Context: an optimization exercise on an open-source flow, tuned for small area and a short achievable clock period. The choices shown serve that exercise and are no tape-out recipe.
The RTL was checked by simulation tests, not by an equivalence proof against the original design.
Power and IR drop assume default switching activity.

==> design.v <==
module block_data_memory #(
    parameter int LATENCY    = 5,
    parameter int ADDR_WIDTH = 6,
    parameter int DATA_WIDTH = 32
) (
    input  logic                  CLOCK,
    input  logic                  RESET_N,
    input  logic                  READ,
    input  logic                  WRITE,
    input  logic [ADDR_WIDTH-1:0] ADDRESS,
    input  logic [DATA_WIDTH-1:0] WRITEDATA,
    output logic [DATA_WIDTH-1:0] READDATA,
    output logic                  BUSYWAIT
);
    localparam int         DEPTH      = 1 << ADDR_WIDTH;
    localparam logic [3:0] COUNT_LOAD = 4'(LATENCY - 1);
    typedef enum logic [1:0] {
        IDLE   = 2'd0,
        ACCESS = 2'd1,
        DONE   = 2'd2
    } state_t;
    state_t                  state;
    logic [3:0]              counter;
    logic [ADDR_WIDTH-1:0]   req_addr;
    logic [DATA_WIDTH-1:0]   req_data;
    logic                    req_write;
    logic [DATA_WIDTH-1:0]   mem [DEPTH];
    logic                    access_fire;
    assign access_fire = (state == ACCESS) && (counter == 4'd0);
    always_ff @(posedge CLOCK or negedge RESET_N) begin
        if (!RESET_N) begin
            state     <= IDLE;
            counter   <= 4'd0;
            req_addr  <= '0;
            req_data  <= '0;
            req_write <= 1'b0;
        end else begin
            case (state)
                IDLE: begin
                    if (READ || WRITE) begin
                        req_addr  <= ADDRESS;
                        req_data  <= WRITEDATA;
                        req_write <= WRITE;
                        counter   <= COUNT_LOAD;
                        state     <= ACCESS;
                    end
                end
                ACCESS: begin
                    if (counter != 4'd0) begin
                        counter <= counter - 4'd1;
                    end else begin
                        state <= DONE;
                    end
                end
                DONE: begin
                    state <= IDLE;
                end
                default: begin
                    state <= IDLE;
                end
            endcase
        end
    end
    always_ff @(posedge CLOCK or negedge RESET_N) begin
        if (!RESET_N) begin
            for (int i = 0; i < DEPTH; i++) begin
                mem[i] <= '0;
            end
        end else if (access_fire && req_write) begin
            mem[req_addr] <= req_data;
        end
    end
    always_ff @(posedge CLOCK or negedge RESET_N) begin
        if (!RESET_N) begin
            READDATA <= '0;
        end else if (access_fire && !req_write) begin
            READDATA <= mem[req_addr];
        end
    end
    always_comb begin
        BUSYWAIT = 1'b0;
        if (RESET_N) begin
            case (state)
                IDLE:    BUSYWAIT = READ | WRITE;
                ACCESS:  BUSYWAIT = 1'b1;
                DONE:    BUSYWAIT = 1'b0;
                default: BUSYWAIT = 1'b0;
            endcase
        end
    end
endmodule
==> run.sh <==
#!/bin/bash
# synth_recipe.tcl (not shown) runs the flow's synth.tcl, then flattens the netlist and writes it again
# the make line also repeats each setting of config.mk as NAME=value (left out here)
make -C /OpenROAD-flow-scripts/flow DESIGN_CONFIG=/design/flow/config.mk WORK_HOME=/design/flow/orfs CLKGATE_MAP_FILE= SYNTH_SCRIPT=/design/flow/synth_recipe.tcl finish
==> config.mk <==
export PLATFORM = sky130hd
export DESIGN_NAME = block_data_memory
export DESIGN_NICKNAME = block_data_memory
export VERILOG_FILES = /design/flow/design.v
export SDC_FILE = /design/flow/constraint.sdc
export NUM_CORES = 4
export LEC_CHECK = 0
export CAP_MARGIN = 20
export CORE_MARGIN = 2
export CORE_UTILIZATION = 40
export SLEW_MARGIN = 20
==> constraint.sdc <==
create_clock -name core_clock -period 5.5 [get_ports {CLOCK}]
set_input_delay 1.1000 -clock core_clock [delete_from_list [all_inputs] [get_ports {CLOCK}]]
set_output_delay 1.1000 -clock core_clock [all_outputs]
set_load 0.01 [all_outputs]
==> results of run 1 <==
state kept, by name (all words and copies together) (netlist names):
register	cells
req_write	1
counter	4
READDATA	32
mem	2048
state	2
req_data	32
req_addr	6
synthesized netlist by cell type (13+ instances only):
library cell and count:
o22ai_1 31, a2bb2oi_1 13, mux2_1 173, nor3_4 59, a21oi_1 54, buf_2 104
buf_4 188, nand2_1 32, dfrtp_1 2125, nand4_1 158, and3_1 338, mux2i_1 16
a222oi_1 15, a32oi_1 17, nor4_1 65, nor2_1 54, a22o_1 19, and2_1 14
clkbuf_1 413, a2111oi_0 114, a22oi_1 594, mux2_2 1952, nand3_1 200
worst max-delay path by stage:
stage	cells after the start	slack (ns)	startpoint	endpoint
after floorplan	2	2.94	WRITE	BUSYWAIT
after global placement	8	1.17	req_addr[1]$_DFFE_PN0P_	READDATA[13]$_DFFE_PN0P_
after detailed placement	8	1.09	req_addr[1]$_DFFE_PN0P_	READDATA[8]$_DFFE_PN0P_
after CTS	8	1.05	req_addr[1]$_DFFE_PN0P_	READDATA[8]$_DFFE_PN0P_
after global routing	8	1.03	req_addr[1]$_DFFE_PN0P_	READDATA[8]$_DFFE_PN0P_
final	8	0.95	req_addr[1]$_DFFE_PN0P_	READDATA[8]$_DFFE_PN0P_
routing by layer:
metal	up-vias	GRT usage, %	share of wire, %
met3	1333	10.6	12
met5	-	0	0.063
met4	34	18.8	6.8
met1	36300	43.1	39
met2	4728	46.6	42
li1	25800	-	-
worst max-delay path, delay by kind of cell (launching register included):
kind,cells,cell delay (ns)
AOI/OAI and AO/OA,2,0.76
buffers and inverters,2,0.76
DFF,1,0.67
and+or+nand+nor,4,2.16
final cells by class:
class	instances	area [um^2]	share of cell area, %
sequential	2125	53200	49.7
multi-input combinational	4075	38400	35.9
clock buffer	342	6680	6.24
tap	3150	3940	3.68
timing repair buffer	430	3870	3.61
clock inverter	67	855	0.798
antenna	28	70.1	0.0654
inverter	4	15.0	0.0140
cells by family (layout without fill, tap and decap cells):
family	count (synthesis)	count (layout)	share of synthesized area, %
AND/OR/NAND/NOR	1032	1032	7.26
multiplexers	2141	2141	25.5
other	0	28	0
AO/OA/AOI/OAI	899	899	7.22
buffers and inverters	727	843	3.85
adder cells (fa/ha/maj)	2	2	0.0264
flip-flops	2125	2125	56.2
XOR/XNOR	1	1	0.00926
through the flow:
step / cells / hold WS, ns / instance area [um^2] / setup WS, ns
final: 10200 / 0.0395 / 107000 / 0.947
after global routing: 10200 / 0.0243 / 107000 / 1.03
after CTS: 10200 / 0.00368 / 107000 / 1.05
after detailed placement: 9782 / 0.467 / 99400 / 1.09
after global placement: 9779 / 0.459 / 99300 / 1.17
after floorplan: 6927 / 0.449 / 94600 / 2.94
power breakdown:
part	leakage (nW)	total (mW)	switching (mW)	internal (mW)
logic	19.4	9.30	6.92	2.37
clock network	3.70	15.6	6.64	8.92
registers	29.5	19.0	1.93	17.1
total	52.6	43.9	15.5	28.4
==> summary.txt, run 1 <==
- Highest clock frequency the design can meet: 220 MHz
- Share of the yosys chip area belonging to registers: 56.2%
- Post-DP HPWL: 238,000 um
- Vias in the first global route: 66.3k
- Share of Yosys cell area claimed by the top area cell type: 56.2%
- Site Rows: 178
- Wire length of the first global-routing pass: 549,000 um
- Overflow after GRT: 0
- Share of flip-flops with an asynchronous set or reset after synthesis: 100%
- Post-Route WL: 400,000 um
- Required time at the endpoint of the critical path: 6.25 ns
- Total negative slack for setup checks: 0 ns
- Die X: 490 um
- Number of distinct standard cells referenced by the synthesized netlist: 71
- Startpoint types: flip-flop
- Max VDD drop: 0.000421 V
- Worst reg-to-reg setup slack: 0.95 ns
- Post-synth EDFFs: 0
- Worst reg2reg endpoint: READDATA[8]$_DFFE_PN0P_
- Primary FF master, synth: dfrtp_1
- Syn_area_per_cell: 13.7 um^2
- Total power draw: 43.9 mW
- Dominant cell type by area after synthesis: dfrtp_1
- Synth warn: 2
- Final weighted congestion of routability-driven global placement: 0.907
- Total of fill cells in the finished design: 21.0k
- Most frequent cells in the layout: dfrtp_1, mux2_2, a22oi_1
- Master of the slowest instance on the critical path: or4b_1
- Number of cells produced by synthesis: 6,927
- Setup fix buffers added after clock tree synthesis: 0
- H-tree Lvls: 4
- Via count: 68.2k
- Total CTS buffers: 222
- Area Overhead vs Synth: 13.1%
- Cell types with the largest area share after synthesis: dfrtp_1, mux2_2, a22oi_1
- Skew-Pair Late Insertion Delay: 0.90 ns
- Setup violation total in the final timing report: 0
- Antenna Nets Post-Route: 0
- Die Height: 490 um
- Post-cts gate resize count: 0
- Critical Path Fanout Max: 22
- Cell depth of the worst flop-to-flop path: 8
- Clk slew on worst S/H paths: 0.06 ns
- Worst Path Arrival: 5.31 ns
- GRT Util Overall: 32.5%
- Worst clock skew: 0.0518 ns
- Wire length per cell: 39.1 um
- Count of TritonRoute iterations in the first routing pass: 7
- Stage delay of the slowest cell on the critical path: 0.76 ns
- Worst min path class: input port to asynchronous set/reset pin
- Transition time of the tightest slew-check pin: 1.30 ns
- Number of endpoints with negative hold slack in the final report: 0
- Remaining routing DRC violations: 0
- CTS tree: yes
- Hold buffer count at CTS: 0
- Reg-to-Reg Start: req_addr[1]$_DFFE_PN0P_
- Buffer cell driving the clock tree root: clkbuf_16
- Avg Vias per Cell: 6.67
- Share of the core filled with cells: 45.5%
- Fraction of layout instances using a drive strength above 1: 40.6%
- Critical Path Most Common Cell: buf_4
- Die Area: 241,000 um^2
- Relative max-transition margin: 13.4%
- Critical-path cell list: buf_4 > or4b_1 > nor2_4 > buf_4 > a222oi_1 > nand3_1 > nor4_1 > a21oi_1
- Classification of the worst setup path: flip-flop to flip-flop
- Buffers added on ports: 74
- Static Leak: 52.6 nW
- Period Utilization, post-route: 82.8%
- Pwr dens: 410 nW/um^2
- Number of antenna violations at the first check in global routing: 40
- Final #Nets: 6,902
- RSZ-0062 raised after global routing: false
- Core Box Area: 235,000 um^2
- Crit path time final: 4.55 ns
- Maximum number of pins on one net before global-route repair: 195
- Critical path endpoint category: flip-flop
- Final Max Slew Viols: 0
- Initial Util: 40.2%
- Sink count of the clock tree: 2,125
- Clk buf depth: 3
- Status: timing/DRC/antenna clean
- Maximum capacitance violations: 0
- Seq cells post-synth: 2,125
- Leading cell type in the layout, fill and taps excluded: dfrtp_1
- Number of I/O pins: 75
- First DRT Iteration DRCs: 9,668
- Combined area of all synthesized cells: 94,600 um^2
==> run 2: changes to the inputs <==
==> design.v (replaced) <==
module block_data_memory #(
    parameter int LATENCY    = 5,
    parameter int ADDR_WIDTH = 6,
    parameter int DATA_WIDTH = 32
) (
    input  logic                  CLOCK,
    input  logic                  RESET_N,
    input  logic                  READ,
    input  logic                  WRITE,
    input  logic [ADDR_WIDTH-1:0] ADDRESS,
    input  logic [DATA_WIDTH-1:0] WRITEDATA,
    output logic [DATA_WIDTH-1:0] READDATA,
    output logic                  BUSYWAIT
);
    localparam int DEPTH = 1 << ADDR_WIDTH;
    logic                  idle;         
    logic                  busy;         
    logic [LATENCY-1:0]    acc;          
    logic                  start;        
    logic                  fire;         
    logic [ADDR_WIDTH-1:0] req_addr;
    logic [DATA_WIDTH-1:0] req_data;
    logic                  req_write;
    logic [DATA_WIDTH-1:0] mem [DEPTH];
    logic [DEPTH-1:0]      valid;
    logic [DATA_WIDTH-1:0] rd_stage;
    assign start = idle & (READ | WRITE);
    assign fire  = acc[LATENCY-1];
    always_ff @(posedge CLOCK or negedge RESET_N) begin
        if (!RESET_N) begin
            idle <= 1'b1;
            busy <= 1'b0;
            acc  <= '0;
        end else begin
            idle <= (idle & ~(READ | WRITE)) | (~busy & ~idle);
            busy <= start | (busy & ~fire);
            acc  <= {acc[LATENCY-2:0], start};
        end
    end
    always_ff @(posedge CLOCK) begin
        if (start) begin
            req_addr  <= ADDRESS;
            req_data  <= WRITEDATA;
            req_write <= WRITE;
        end
    end
    always_ff @(posedge CLOCK) begin
        for (int i = 0; i < DEPTH; i++) begin
            if (fire && req_write && req_addr == ADDR_WIDTH'(i)) begin
                mem[i] <= req_data;
            end
        end
    end
    always_ff @(posedge CLOCK or negedge RESET_N) begin
        if (!RESET_N) begin
            valid <= '0;
        end else if (fire && req_write) begin
            valid[req_addr] <= 1'b1;
        end
    end
    always_ff @(posedge CLOCK) begin
        rd_stage <= valid[req_addr] ? mem[req_addr] : '0;
    end
    always_ff @(posedge CLOCK or negedge RESET_N) begin
        if (!RESET_N) begin
            READDATA <= '0;
        end else if (fire && !req_write) begin
            READDATA <= rd_stage;
        end
    end
    assign BUSYWAIT = busy | (RESET_N & start);
endmodule
==> run 2 against run 1 <==
Hold slack better by 0.22 ns. Non-clock buffer count shrank 119. Maximum frequency increased by 4.0%. Critical path type unchanged. Count of clock-buffer cells in the layout is 67 lower. Sequential power is 8% higher. Synthesized cell count is 34% lower. Largest power group unchanged. Combinational power shrank 38%. Die area decreased by 13%. Worst setup slack better by 0.17 ns.
==> summary.txt, run 2 <==
- Status: timing/DRC/antenna clean
- Pwr dens: 428 nW/um^2
- Worst clock skew: 0.0761 ns
- Commonest cells in the netlist: edfxtp_1, a22oi_1, and3_1, clkbuf_1, nand4_1
- Relative max-transition margin: 18.9%
- Static Leak: 31.1 nW
- Number of I/O pins: 75
- Vias in the first global route: 45.5k
- Worst Path Arrival: 5.13 ns
- Initial Util: 40.2%
- H-tree Lvls: 4
- Number of standard cells in the final layout excluding fillers: 7,643
- CTS tree: yes
- Registers with the highest flip-flop counts: mem: 2048 flops, valid: 64 flops
- Die Area: 209,000 um^2
- Combined area of all synthesized cells: 82,200 um^2
- Setup violation total in the final timing report: 0
- Largest register FFs: 2,048
- Hold buffer count at CTS: 0
- Sink count of the clock tree: 2,222
- Primary FF master, synth: edfxtp_1
- RSZ-0062 raised after global routing: false
- Most frequent cells in the layout: edfxtp_1, a22oi_1, and3_1
- Cell depth of the worst flop-to-flop path: 8
- Post-DP HPWL: 159,000 um
- Largest delay share family, worst path: simple AND/OR/NAND/NOR gates
- Reg-to-Reg Start: req_addr[0]$_DFFE_PP_
- Core Box Area: 204,000 um^2
- Clk buf depth: 3
- Share of Yosys cell area claimed by the top area cell type: 76.3%
- Required time at the endpoint of the critical path: 6.25 ns
- Transition time of the tightest slew-check pin: 1.21 ns
- Synth warn: 2
- Antenna Nets Post-Route: 0
- Classification of the worst setup path: flip-flop to flip-flop
- Share of flip-flops with an asynchronous set or reset after synthesis: 4.64%
- Startpoint types: flip-flop
- Die Height: 457 um
- Share of the yosys chip area belonging to registers: 80.2%
- Buffer cell driving the clock tree root: clkbuf_16
- Worst reg-to-reg setup slack: 1.12 ns
- First DRT Iteration DRCs: 7,595
- Timing startpoint of the critical path: req_addr[0]$_DFFE_PP_
- Area Overhead vs Synth: 14.3%
- Buffers added on ports: 74
- Wire length per cell: 33.8 um
- Syn_area_per_cell: 18.0 um^2
- Total power draw: 40.2 mW
- Setup slack after layout: 1.12 ns
- Overflow after GRT: 0
- Number of cells produced by synthesis: 4,573
- Number of buffer and inverter stages on the critical path: 1
- Final Max Slew Viols: 0
- Critical Path Fanout Max: 24
- Post-cts gate resize count: 0
- Critical path endpoint category: flip-flop
- Worst min path class: input port to asynchronous set/reset pin
- Stage delay of the slowest cell on the critical path: 0.66 ns
- Final design area excluding fillers: 93,900 um^2
- Post-synth EDFFs: 2,087
- Final #Nets: 4,823
- Highest clock frequency the design can meet: 228 MHz
- Seq cells post-synth: 2,222
- Remaining routing DRC violations: 0
- Setup fix buffers added after clock tree synthesis: 0
- Period Utilization, post-route: 79.6%
- Post-Route WL: 258,000 um
- GRT Util Overall: 24.2%
- Worst reg2reg endpoint: rd_stage[26]$_SDFF_PN0_
- Minimum setup slack after placement: 1.27 ns
- Total negative slack for setup checks: 0 ns
- Die X: 457 um
- Skew-Pair Late Insertion Delay: 0.87 ns
- Maximum capacitance violations: 0
- Master of the slowest instance on the critical path: a2111oi_0
- Total CTS buffers: 210
- Number of placed instances, taps included: 7,251
- Number of distinct standard cells referenced by the synthesized netlist: 65
- Final weighted congestion of routability-driven global placement: 0.938
- Maximum number of pins on one net before global-route repair: 69
- Site Rows: 166
- Via count: 47.9k
- Fraction of layout instances using a drive strength above 1: 14.8%
- Critical-path cell list: ha_1 > and3b_2 > and2_1 > buf_4 > a2111oi_0 > nand3_1 > or4_1 > o31a_1
- Dominant cell type by area after synthesis: edfxtp_1
- Avg Vias per Cell: 6.26
- Count of TritonRoute iterations in the first routing pass: 5
- Wire length of the first global-routing pass: 360,000 um
- Number of antenna violations at the first check in global routing: 16
- Max VDD drop: 0.000361 V
- Reg with most FFs: mem
- Cell area after placement: 87,300 um^2
- Most numerous cell in the Yosys netlist: edfxtp_1
- Crit path time final: 4.38 ns
- Leading cell type in the layout, fill and taps excluded: edfxtp_1
- Cell types with the largest area share after synthesis: edfxtp_1, a22oi_1, dfrtp_1
- Number of endpoints with negative hold slack in the final report: 0
- Clk slew on worst S/H paths: 0.07 ns
-- run 2: final cells by class --
cell class	instances	area, um^2
repair buffers	311	2630
inverters	8	30.0
flip-flops and latches	2222	65900
well taps	2688	3360
clock buffers	275	5610
multi-input cells	2023	15400
diodes	6	15.0
fillers	17200	110000
clock inverters	110	966
-- run 2: metal layers --
| metal | up-vias | track usage [%] | routed length, um |
|---|---|---|---|
| li1 | 19400 | - | - |
| met1 | 24700 | 33.2 | 99100 |
| met3 | 541 | 4.91 | 28400 |
| met2 | 3168 | 38.0 | 119000 |
| met4 | 4 | 9.87 | 11400 |
| met5 | - | 0 | 31 |
-- run 2: cells by family after synthesis --
logic type               Yosys count  share of synthesized area, %
flip-flops                      2222                          80.2
AO/OA/AOI/OAI                   1038                          10.1
AND/OR/NAND/NOR                  892                          6.42
buffers and inverters            328                          1.76
multiplexers                      84                          1.40
adder cells (fa/ha/maj)            5                        0.0761
XOR/XNOR                           4                        0.0426
-- run 2: worst max path at each step --
| stage | end | slack (ns) | cells after the start |
|---|---|---|---|
| floorplan | mem[21][0]$_DFFE_PP_ | 0.51 | 6 |
| global placement | rd_stage[22]$_SDFF_PN0_ | 1.07 | 7 |
| detailed placement | rd_stage[26]$_SDFF_PN0_ | 1.27 | 8 |
| CTS | rd_stage[26]$_SDFF_PN0_ | 1.23 | 8 |
| global route | rd_stage[26]$_SDFF_PN0_ | 1.10 | 8 |
| finish | rd_stage[26]$_SDFF_PN0_ | 1.12 | 8 |
-- run 2: power by group --
group	internal [mW]	leakage, nW	switching (mW)
sequential	20.0	20.4	0.415
combinational	1.51	7.48	4.23
clock	7.71	3.20	6.29
-- run 2: per-stage QoR --
| step | util [%] | hold WS, ns |
|---|---|---|
| floorplan | - | 0.331 |
| global placement | 42.7 | 0.338 |
| detailed placement | 42.7 | 0.336 |
| CTS | 45.9 | 0.228 |
| global route | 46.0 | 0.266 |
| finish | 46.0 | 0.259 |
==> run 3: changes to the inputs <==
--- a/design.v
+++ b/design.v
@@ -16,13 +16,15 @@
     logic                  idle;         
     logic                  busy;         
     logic [LATENCY-1:0]    acc;          
+    logic                  clr;          
     logic                  start;        
     logic                  fire;         
     logic [ADDR_WIDTH-1:0] req_addr;
     logic [DATA_WIDTH-1:0] req_data;
     logic                  req_write;
     logic [DATA_WIDTH-1:0] mem [DEPTH];
-    logic [DEPTH-1:0]      valid;
+    logic [DEPTH-1:0]      sel;          
+    logic [DATA_WIDTH-1:0] rd_word;
     logic [DATA_WIDTH-1:0] rd_stage;
     assign start = idle & (READ | WRITE);
     assign fire  = acc[LATENCY-1];
@@ -31,35 +33,62 @@
             idle <= 1'b1;
             busy <= 1'b0;
             acc  <= '0;
+            clr  <= 1'b1;
         end else begin
             idle <= (idle & ~(READ | WRITE)) | (~busy & ~idle);
             busy <= start | (busy & ~fire);
             acc  <= {acc[LATENCY-2:0], start};
+            clr  <= 1'b0;
+        end
+    end
+    always_ff @(posedge CLOCK or negedge RESET_N) begin
+        if (!RESET_N) begin
+            req_data <= '0;
+        end else if (start) begin
+            req_data <= WRITEDATA;
         end
     end
     always_ff @(posedge CLOCK) begin
         if (start) begin
             req_addr  <= ADDRESS;
-            req_data  <= WRITEDATA;
             req_write <= WRITE;
+        end
+    end
+    always_comb begin
+        for (int i = 0; i < DEPTH; i++) begin
+            sel[i] = (req_addr == ADDR_WIDTH'(i));
         end
     end
     always_ff @(posedge CLOCK) begin
         for (int i = 0; i < DEPTH; i++) begin
-            if (fire && req_write && req_addr == ADDR_WIDTH'(i)) begin
+            if (clr || (fire && req_write && sel[i])) begin
                 mem[i] <= req_data;
             end
         end
     end
-    always_ff @(posedge CLOCK or negedge RESET_N) begin
-        if (!RESET_N) begin
-            valid <= '0;
-        end else if (fire && req_write) begin
-            valid[req_addr] <= 1'b1;
+    localparam int NGRP = (DEPTH + 2) / 3;
+    logic [DATA_WIDTH-1:0] grp_n [NGRP];
+    for (genvar g = 0; g < NGRP; g++) begin : g_grp
+        localparam int W0 = 3 * g;
+        localparam int W1 = (3 * g + 1 < DEPTH) ? 3 * g + 1 : W0;
+        localparam int W2 = (3 * g + 2 < DEPTH) ? 3 * g + 2 : W0;
+        for (genvar b = 0; b < DATA_WIDTH; b++) begin : g_bit
+            bdm_aoi222 u_aoi (
+                .s0(sel[W0]), .d0(mem[W0][b]),
+                .s1((W1 != W0) ? sel[W1] : 1'b0), .d1(mem[W1][b]),
+                .s2((W2 != W0) ? sel[W2] : 1'b0), .d2(mem[W2][b]),
+                .y_n(grp_n[g][b])
+            );
+        end
+    end
+    always_comb begin
+        rd_word = '0;
+        for (int g = 0; g < NGRP; g++) begin
+            rd_word = rd_word | ~grp_n[g];
         end
     end
     always_ff @(posedge CLOCK) begin
-        rd_stage <= valid[req_addr] ? mem[req_addr] : '0;
+        rd_stage <= rd_word;
     end
     always_ff @(posedge CLOCK or negedge RESET_N) begin
         if (!RESET_N) begin
@@ -70,3 +99,9 @@
     end
     assign BUSYWAIT = busy | (RESET_N & start);
 endmodule
+module bdm_aoi222 (
+    input  logic s0, d0, s1, d1, s2, d2,
+    output logic y_n
+);
+    assign y_n = ~((s0 & d0) | (s1 & d1) | (s2 & d2));
+endmodule
--- a/config.mk
+++ b/config.mk
@@ -5,7 +5,10 @@
 export SDC_FILE = /design/flow/constraint.sdc
 export NUM_CORES = 4
 export LEC_CHECK = 0
+export ABC_CLOCK_PERIOD_IN_PS = 2500
 export CAP_MARGIN = 20
 export CORE_MARGIN = 2
-export CORE_UTILIZATION = 40
+export CORE_UTILIZATION = 60
+export SETUP_SLACK_MARGIN = 2.6
 export SLEW_MARGIN = 20
+export SYNTH_HIERARCHICAL = 1
==> run 3 against run 2 <==
Still clean. Clock skew fell by 0.055 ns. Routed wire length decreased by 12%. Critical path depth up 5. Final cell count shrank 24%. Worst setup slack gained 0.92 ns. Total power is 20% higher. Register-to-register slack improved by 0.92 ns. Hold slack got worse by 0.11 ns.
==> summary.txt, run 3 <==
- Final #Nets: 4,050
- Total negative slack for setup checks: 0 ns
- Count of TritonRoute iterations in the first routing pass: 10
- Clk buf depth: 3
- Remaining routing DRC violations: 0
- Sequential group share of total power: 57.2%
- Seq cells post-synth: 2,159
- Primary FF master, synth: edfxtp_1
- Combinational fraction of design power: 14.4%
- Highest clock frequency the design can meet: 289 MHz
- Number of endpoints with negative hold slack in the final report: 0
- Worst min path class: input port to asynchronous set/reset pin
- Leading cell type in the layout, fill and taps excluded: edfxtp_1
- Crit path time final: 3.46 ns
- Core Box Area: 124,000 um^2
- Share of the core filled with cells: 71.6%
- Share of Yosys cell area claimed by the top area cell type: 82.7%
- Startpoint types: flip-flop
- Number of distinct standard cells referenced by the synthesized netlist: 33
- Buffers added on ports: 74
- Max VDD drop: 0.000736 V
- Number of antenna violations at the first check in global routing: 14
- Classification of the worst setup path: flip-flop to flip-flop
- Via count: 42.7k
- Psw: 13.2 mW
- Maximum capacitance violations: 0
- Cell types with the largest area share after synthesis: edfxtp_1, a222oi_1, dfrtp_1
- Number of I/O pins: 75
- Setup violation total in the final timing report: 0
- Relative max-transition margin: 24.7%
- Synth warn: 10
- Skew-Pair Late Insertion Delay: 0.84 ns
- Die X: 357 um
- Number of placed instances, taps included: 5,288
- Transition time of the tightest slew-check pin: 1.13 ns
- Commonest cells in the netlist: edfxtp_1, a222oi_1, nand4_1, nor2_1, dfrtp_1
- Clk slew on worst S/H paths: 0.06 ns
- Most numerous cell in the Yosys netlist: edfxtp_1
- Final Max Slew Viols: 0
- Overflow after GRT: 0
- Syn_area_per_cell: 22.2 um^2
- Routing usage on met3: 9.77%
- Critical Path Fanout Max: 6
- Pwr dens: 545 nW/um^2
- Fraction of layout instances using a drive strength above 1: 20.8%
- Initial Util: 60.4%
- First DRT Iteration DRCs: 9,624
- Period Utilization, post-route: 62.8%
- Post-DP HPWL: 124,000 um
- Cell internal pwr: 35.0 mW
- Total of fill cells in the finished design: 7,435
- Sink count of the clock tree: 2,159
- Site Rows: 129
- Worst clock skew: 0.0213 ns
- Most frequent cells in the layout: edfxtp_1, a222oi_1, buf_4
- Combined area of all synthesized cells: 74,600 um^2
- Largest register FFs: 2,048
- Part of the total power dissipated in the clock network: 28.4%
- Status: timing/DRC/antenna clean
- Static Leak: 29.5 nW
- Met2 capacity usage during global routing: 54.4%
- Final weighted congestion of routability-driven global placement: 0.978
- Wire length per cell: 39.3 um
- Wire length of the first global-routing pass: 313,000 um
- RSZ-0062 raised after global routing: true
- Hold buffer count at CTS: 0
- Die Height: 357 um
- H-tree Lvls: 4
- Reg with most FFs: mem
- Number of cells produced by synthesis: 3,366
- Post-Route WL: 228,000 um
- Total power draw: 48.2 mW
- Worst Path Arrival: 4.03 ns
- Share of the yosys chip area belonging to registers: 85.9%
- Maximum number of pins on one net before global-route repair: 66
- Most Crowded Layer GR: met2
- Post-synth EDFFs: 2,055
- Total CTS buffers: 204
- Buffer cell driving the clock tree root: clkbuf_16
- Die Area: 127,000 um^2
- Vias in the first global route: 41.0k
- Number of standard cells in the final layout excluding fillers: 5,814
- Dominant cell type by area after synthesis: edfxtp_1
- GRT Util Overall: 35.8%
- CTS tree: yes
- Share of flip-flops with an asynchronous set or reset after synthesis: 3.33%
- Antenna Nets Post-Route: 0
- Avg Vias per Cell: 7.35
- Required time at the endpoint of the critical path: 6.07 ns
- Fraction of power spent switching nets: 27.4%
- Grt met1 use: 50.3%
- Critical path endpoint category: flip-flop
- Area Overhead vs Synth: 18.6%
run 3: worst max-delay path, stage by stage, from the launching register on:
cell and delay, ns:
edfxtp_1 0.47, buf_4 0.15, and2b_4 0.22, nand3_4 0.07
buf_12 0.12, nor2_4 0.05, buf_12 0.12, buf_12 0.12
buf_16 0.13, buf_6 0.12, a222oi_1 0.31, nand4_1 0.44
nor4_4 0.50, nand4_1 0.37
run 3: worst paths after layout:
check | from | to | slack, ns | cells past startpoint
worst min-delay path | RESET_N | req_data[12]$_DFFE_PN0P_ | 0.14 | 1
min in group core_clock | acc[1]$_DFF_PN0_ | acc[2]$_DFF_PN0_ | 0.35 | 0
worst max-delay path | req_addr[2]$_DFFE_PP_ | rd_stage[9]$_DFF_P_ | 2.04 | 13
max in group asynchronous | RESET_N | READDATA[26]$_DFFE_PN0P_ | 4.13 | 2
worst max register to register | req_addr[2]$_DFFE_PP_ | rd_stage[9]$_DFF_P_ | 2.04 | 13
worst min register to register | acc[1]$_DFF_PN0_ | acc[2]$_DFF_PN0_ | 0.35 | 0
run 3: per-stage QoR:
| stage | hold WS (ns) | area (um^2) | setup slack, ns |
|---|---|---|---|
| CTS | 0.109 | 87800 | 2.18 |
| floorplan | 0.331 | 74900 | 2.55 |
| global placement | 0.336 | 79300 | 0.524 |
| detailed placement | 0.336 | 79400 | 1.12 |
| global route | 0.134 | 88600 | 2.04 |
| finish | 0.144 | 88600 | 2.04 |
run 3: final cells by class:
type / count / area [um^2] / share of cell area (%)
repair buffers: 398 / 4160 / 4.69
diodes: 4 / 10.0 / 0.0113
flip-flops and latches: 2159 / 64200 / 72.5
inverters: 2 / 7.51 / 0.00848
clock buffers: 288 / 5770 / 6.52
multi-input cells: 1243 / 11600 / 13.1
clock inverters: 83 / 742 / 0.838
well taps: 1637 / 2050 / 2.31
run 3: what timing repair did:
item	4_1_cts	5_1_grt
pin swaps	151	121
endpoints found under the setup margin	612	427
hold endpoints to repair	0	0
gates cloned	11	7
setup buffers	87	45
resized for setup	203	65
run 3: logic make-up after synthesis:
kind of cell	count (synthesis)	share of synthesized area, %
AOI/OAI and AO/OA	771	10.1
buffers and inverters	30	0.230
DFF	2159	85.9
muxes	64	0.966
other	1	0.00502
and+or+nand+nor	341	2.72
run 3: metal layers:
metal | wire length (um) | vias up | share of wire (%)
met5 | 55 | - | 0.024
met4 | 9840 | 8 | 4.3
met3 | 32600 | 438 | 14
met2 | 104000 | 3258 | 46
met1 | 81500 | 21900 | 36
li1 | - | 17100 | -
run 3: power groups by stage:
stage	registers, mW	clock network [mW]	logic, mW
global placement	27.5	0	6.09
CTS	27.5	13.8	6.75
detailed placement	27.8	0	6.33
finish	27.6	13.7	6.97
global route	28.0	14.5	7.17
floorplan	27.9	0	1.66
run 3: modules after synthesis, one instance, submodules excluded:
module | times used | cell area [um^2] | flops+latches
bdm_aoi222 | 704 | 10.0 | 0
block_data_memory | 1 | 67600 | 2159
==> run 4: changes to the inputs <==
--- a/config.mk
+++ b/config.mk
@@ -5,10 +5,10 @@
 export SDC_FILE = /design/flow/constraint.sdc
 export NUM_CORES = 4
 export LEC_CHECK = 0
-export ABC_CLOCK_PERIOD_IN_PS = 2500
+export ABC_CLOCK_PERIOD_IN_PS = 2000
 export CAP_MARGIN = 20
 export CORE_MARGIN = 2
 export CORE_UTILIZATION = 60
-export SETUP_SLACK_MARGIN = 2.6
+export SETUP_SLACK_MARGIN = 3.2
 export SLEW_MARGIN = 20
 export SYNTH_HIERARCHICAL = 1
==> run 4 against run 3 <==
Design area is 0.19% lower. First-iteration DRC count is 3.7% higher. Final cell count is 0.31% lower. Maximum frequency is 5.5% lower. Utilization is 0.13 points lower. Critical path type unchanged. Largest power group unchanged. Highest routed layer unchanged.
==> summary.txt, run 4 <==
- Primary FF master, synth: edfxtp_1
- Skew-Pair Late Insertion Delay: 0.83 ns
- Setup violation total in the final timing report: 0
- Sink count of the clock tree: 2,159
- Total power draw: 47.9 mW
- Antenna Nets Post-Route: 0
- Fraction of layout instances using a drive strength above 1: 21.5%
- Clk slew on worst S/H paths: 0.06 ns
- Die Height: 357 um
- Post-synth EDFFs: 2,055
- Buffer cell driving the clock tree root: clkbuf_16
- Seq cells post-synth: 2,159
- RSZ-0062 raised after global routing: true
- Pwr dens: 542 nW/um^2
- Worst reg-to-reg setup slack: 1.84 ns
- Max VDD drop: 0.000629 V
- Buffers added on ports: 74
- Share of flip-flops with an asynchronous set or reset after synthesis: 3.33%
- Number of I/O pins: 75
- Cell internal pwr: 34.7 mW
- First DRT Iteration DRCs: 9,978
- Maximum number of pins on one net before global-route repair: 66
- Reg-to-Reg Start: req_addr[0]$_DFFE_PP_
- Final #Nets: 4,039
- Psw: 13.3 mW
- Transition time of the tightest slew-check pin: 1.15 ns
- Cell types with the largest area share after synthesis: edfxtp_1, a222oi_1, dfrtp_1
- Classification of the worst setup path: flip-flop to flip-flop
- Startpoint types: flip-flop
- Reg with most FFs: mem
- Total negative slack for setup checks: 0 ns
- Share of the yosys chip area belonging to registers: 85.9%
- Status: timing/DRC/antenna clean
- Total of fill cells in the finished design: 7,457
- Post-DP HPWL: 125,000 um
- Avg Vias per Cell: 7.37
- Remaining routing DRC violations: 0
- Period Utilization, post-route: 66.5%
- Share of Yosys cell area claimed by the top area cell type: 82.7%
- Most frequent cells in the layout: edfxtp_1, a222oi_1, clkbuf_16
- Sequential group share of total power: 57.7%
- Crit path time final: 3.66 ns
- Leading cell type in the layout, fill and taps excluded: edfxtp_1
- Fraction of power spent switching nets: 27.7%
- Cell depth of the worst flop-to-flop path: 9
- Most numerous cell in the Yosys netlist: edfxtp_1
- Number of distinct standard cells referenced by the synthesized netlist: 33
- Combinational fraction of design power: 14.7%
- Highest clock frequency the design can meet: 273 MHz
- Largest register FFs: 2,048
- Core Box Area: 124,000 um^2
- Critical path endpoint category: flip-flop
- Minimum setup slack after placement: 1.18 ns
- Via count: 42.7k
- Required time at the endpoint of the critical path: 6.06 ns
- Die Area: 127,000 um^2
- Combined area of all synthesized cells: 74,600 um^2
- Wire length of the first global-routing pass: 314,000 um
- Synth warn: 10
- H-tree Lvls: 4
- Count of TritonRoute iterations in the first routing pass: 15
- Setup slack after layout: 1.84 ns
- Clk buf depth: 3
- Initial Util: 60.4%
- Number of cells produced by synthesis: 3,366
- Total CTS buffers: 200
- Number of endpoints with negative hold slack in the final report: 0
- GRT Util Overall: 35.9%
- Area Overhead vs Synth: 18.4%
- Part of the total power dissipated in the clock network: 27.6%
- Worst clock skew: 0.0266 ns
- Final weighted congestion of routability-driven global placement: 0.983
- Dominant cell type by area after synthesis: edfxtp_1
- Wire length per cell: 39.6 um
- Die X: 357 um
- Final Max Slew Viols: 0
- Post-Route WL: 230,000 um
- Critical Path Fanout Max: 6
- Syn_area_per_cell: 22.2 um^2
- Maximum capacitance violations: 0
- Number of standard cells in the final layout excluding fillers: 5,796
- Number of antenna violations at the first check in global routing: 20
- Commonest cells in the netlist: edfxtp_1, a222oi_1, nand4_1, nor2_1, dfrtp_1
- Site Rows: 129
- Number of placed instances, taps included: 5,295
- Static Leak: 29.5 nW
- Worst Path Arrival: 4.22 ns
- Vias in the first global route: 40.7k
- Worst reg2reg endpoint: rd_stage[31]$_DFF_P_
- CTS tree: yes
- Relative max-transition margin: 23.4%
- Overflow after GRT: 0
- Final Hold Slack: 0.134 ns
- Worst min path class: input port to asynchronous set/reset pin
-- run 4: cell types whose count changed in the layout (fill, tap and decap cells not counted), sizes merged, moves of 3 or more --
cell and change:
a21o +6, buf +24, bufbuf -6, clkbuf -26
clkdlybuf4s50 -21, clkinv +26, diode -3, dlygate4sd2 -10
inv -3
-- run 4: cell families after synthesis --
group	Yosys count	synth area share (%)
buffers and inverters	30	0.230
DFF	2159	85.9
other	1	0.00502
muxes	64	0.966
AOI/OAI and AO/OA	771	10.1
and+or+nand+nor	341	2.72
-- run 4: worst max path at each step --
| stage | endpoint | slack (ns) | from |
|---|---|---|---|
| 4_1_cts | rd_stage[31]$_DFF_P_ | 1.92 | req_addr[0]$_DFFE_PP_ |
| 5_1_grt | rd_stage[17]$_DFF_P_ | 1.92 | req_addr[2]$_DFFE_PP_ |
| 2_1_floorplan | mem[23][0]$_DFFE_PP_ | 2.55 | req_addr[5]$_DFFE_PP_ |
| 3_5_place_dp | rd_stage[31]$_DFF_P_ | 1.18 | req_addr[0]$_DFFE_PP_ |
| 3_3_place_gp | rd_stage[5]$_DFF_P_ | 1.04 | req_addr[4]$_DFFE_PP_ |
| 6_report | rd_stage[31]$_DFF_P_ | 1.84 | req_addr[0]$_DFFE_PP_ |
-- run 4: metrics by stage --
stage          util, %  area [um^2]
4_1_cts           70.5        87200
6_report          71.5        88400
2_1_floorplan        -        75000
3_3_place_gp      64.2        79400
3_5_place_dp      64.3        79500
5_1_grt           71.5        88400
-- run 4: layer usage --
layer / wire, um / share of wire [%] / track usage [%] / up-vias
met5: 85 / 0.037 / 0 / -
met4: 10600 / 4.6 / 15.4 / 12
li1: - / - / - / 17000
met3: 33700 / 15 / 9.97 / 447
met1: 81400 / 35 / 50.9 / 21700
met2: 104000 / 45 / 53.1 / 3468
-- run 4: Yosys stat by module, one instance, submodules excluded --
module             times used  area (um^2)  flip-flops and latches
block_data_memory           1        67600                    2159
bdm_aoi222                704         10.0                       0
-- run 4: layout make-up --
cell class	instances	area [um^2]	area share, %
clock buffer	259	5440	6.15
timing repair buffer	386	4100	4.64
inverter	2	7.51	0.00849
antenna	1	2.50	0.00283
sequential	2159	64200	72.6
multi-input combinational	1248	11800	13.3
clock inverter	104	792	0.896
tap	1637	2050	2.32
-- run 4: what timing repair did --
action / CTS / global route
endpoints found under the setup margin: 2102 / 1793
resized for setup: 347 / 122
pin swaps: 79 / 96
hold buffers: 0 / 0
buffers inserted: 56 / 65
cloned: 9 / 6
-- run 4: power by group through the flow --
stage / sequential (mW) / combinational (mW) / clock [mW]
after floorplan: 27.9 / 1.68 / 0
after global placement: 27.6 / 6.13 / 0
after detailed placement: 27.9 / 6.36 / 0
after CTS: 27.6 / 6.65 / 13.3
after global routing: 28.1 / 7.21 / 13.9
final: 27.7 / 7.03 / 13.2
-- run 4: critical path, stage by stage, from the launching register on --
cell and delay (ns):
edfxtp_1 0.47, buf_4 0.17, nor2_4 0.07, nand2_2 0.10
nor2_4 0.08, buf_12 0.14, a222oi_1 0.97, nand4_1 0.64
nor4_4 0.39, nand4_1 0.37

[separate check: timing with driven ports]
Ports are ideal in the flow. The routed layouts listed here were re-timed in OpenROAD. Step 1, drivers: a clkbuf_16 drives CLOCK and a buf_2 each remaining input, both assumed. Step 2, shift: input delay + t, output delay - t, t = (earliest + latest rising clock arrival at the registers) / 2. This alone moves slack from input paths to output paths. Three values: ideal, step 1, step 2; two values: the first two.
run | t, ns | slack for setup (ns) | hold slack, ns
run 1 | 0.974 | 0.947 / 0.947 / 0.947 | 0.039 / 0.039 / 0.479
run 2 | 0.935 | 1.122 / 1.122 / 1.122 | 0.259 / 0.185 / 0.353
run 3 | 0.901 | 2.044 / 2.044 / 2.044 | 0.144 / 0.093 / 0.348
run 4 | 0.897 | 1.842 / 1.842 / 1.842 | 0.134 / 0.093 / 0.352
After both steps setup and hold are still met in every run listed.
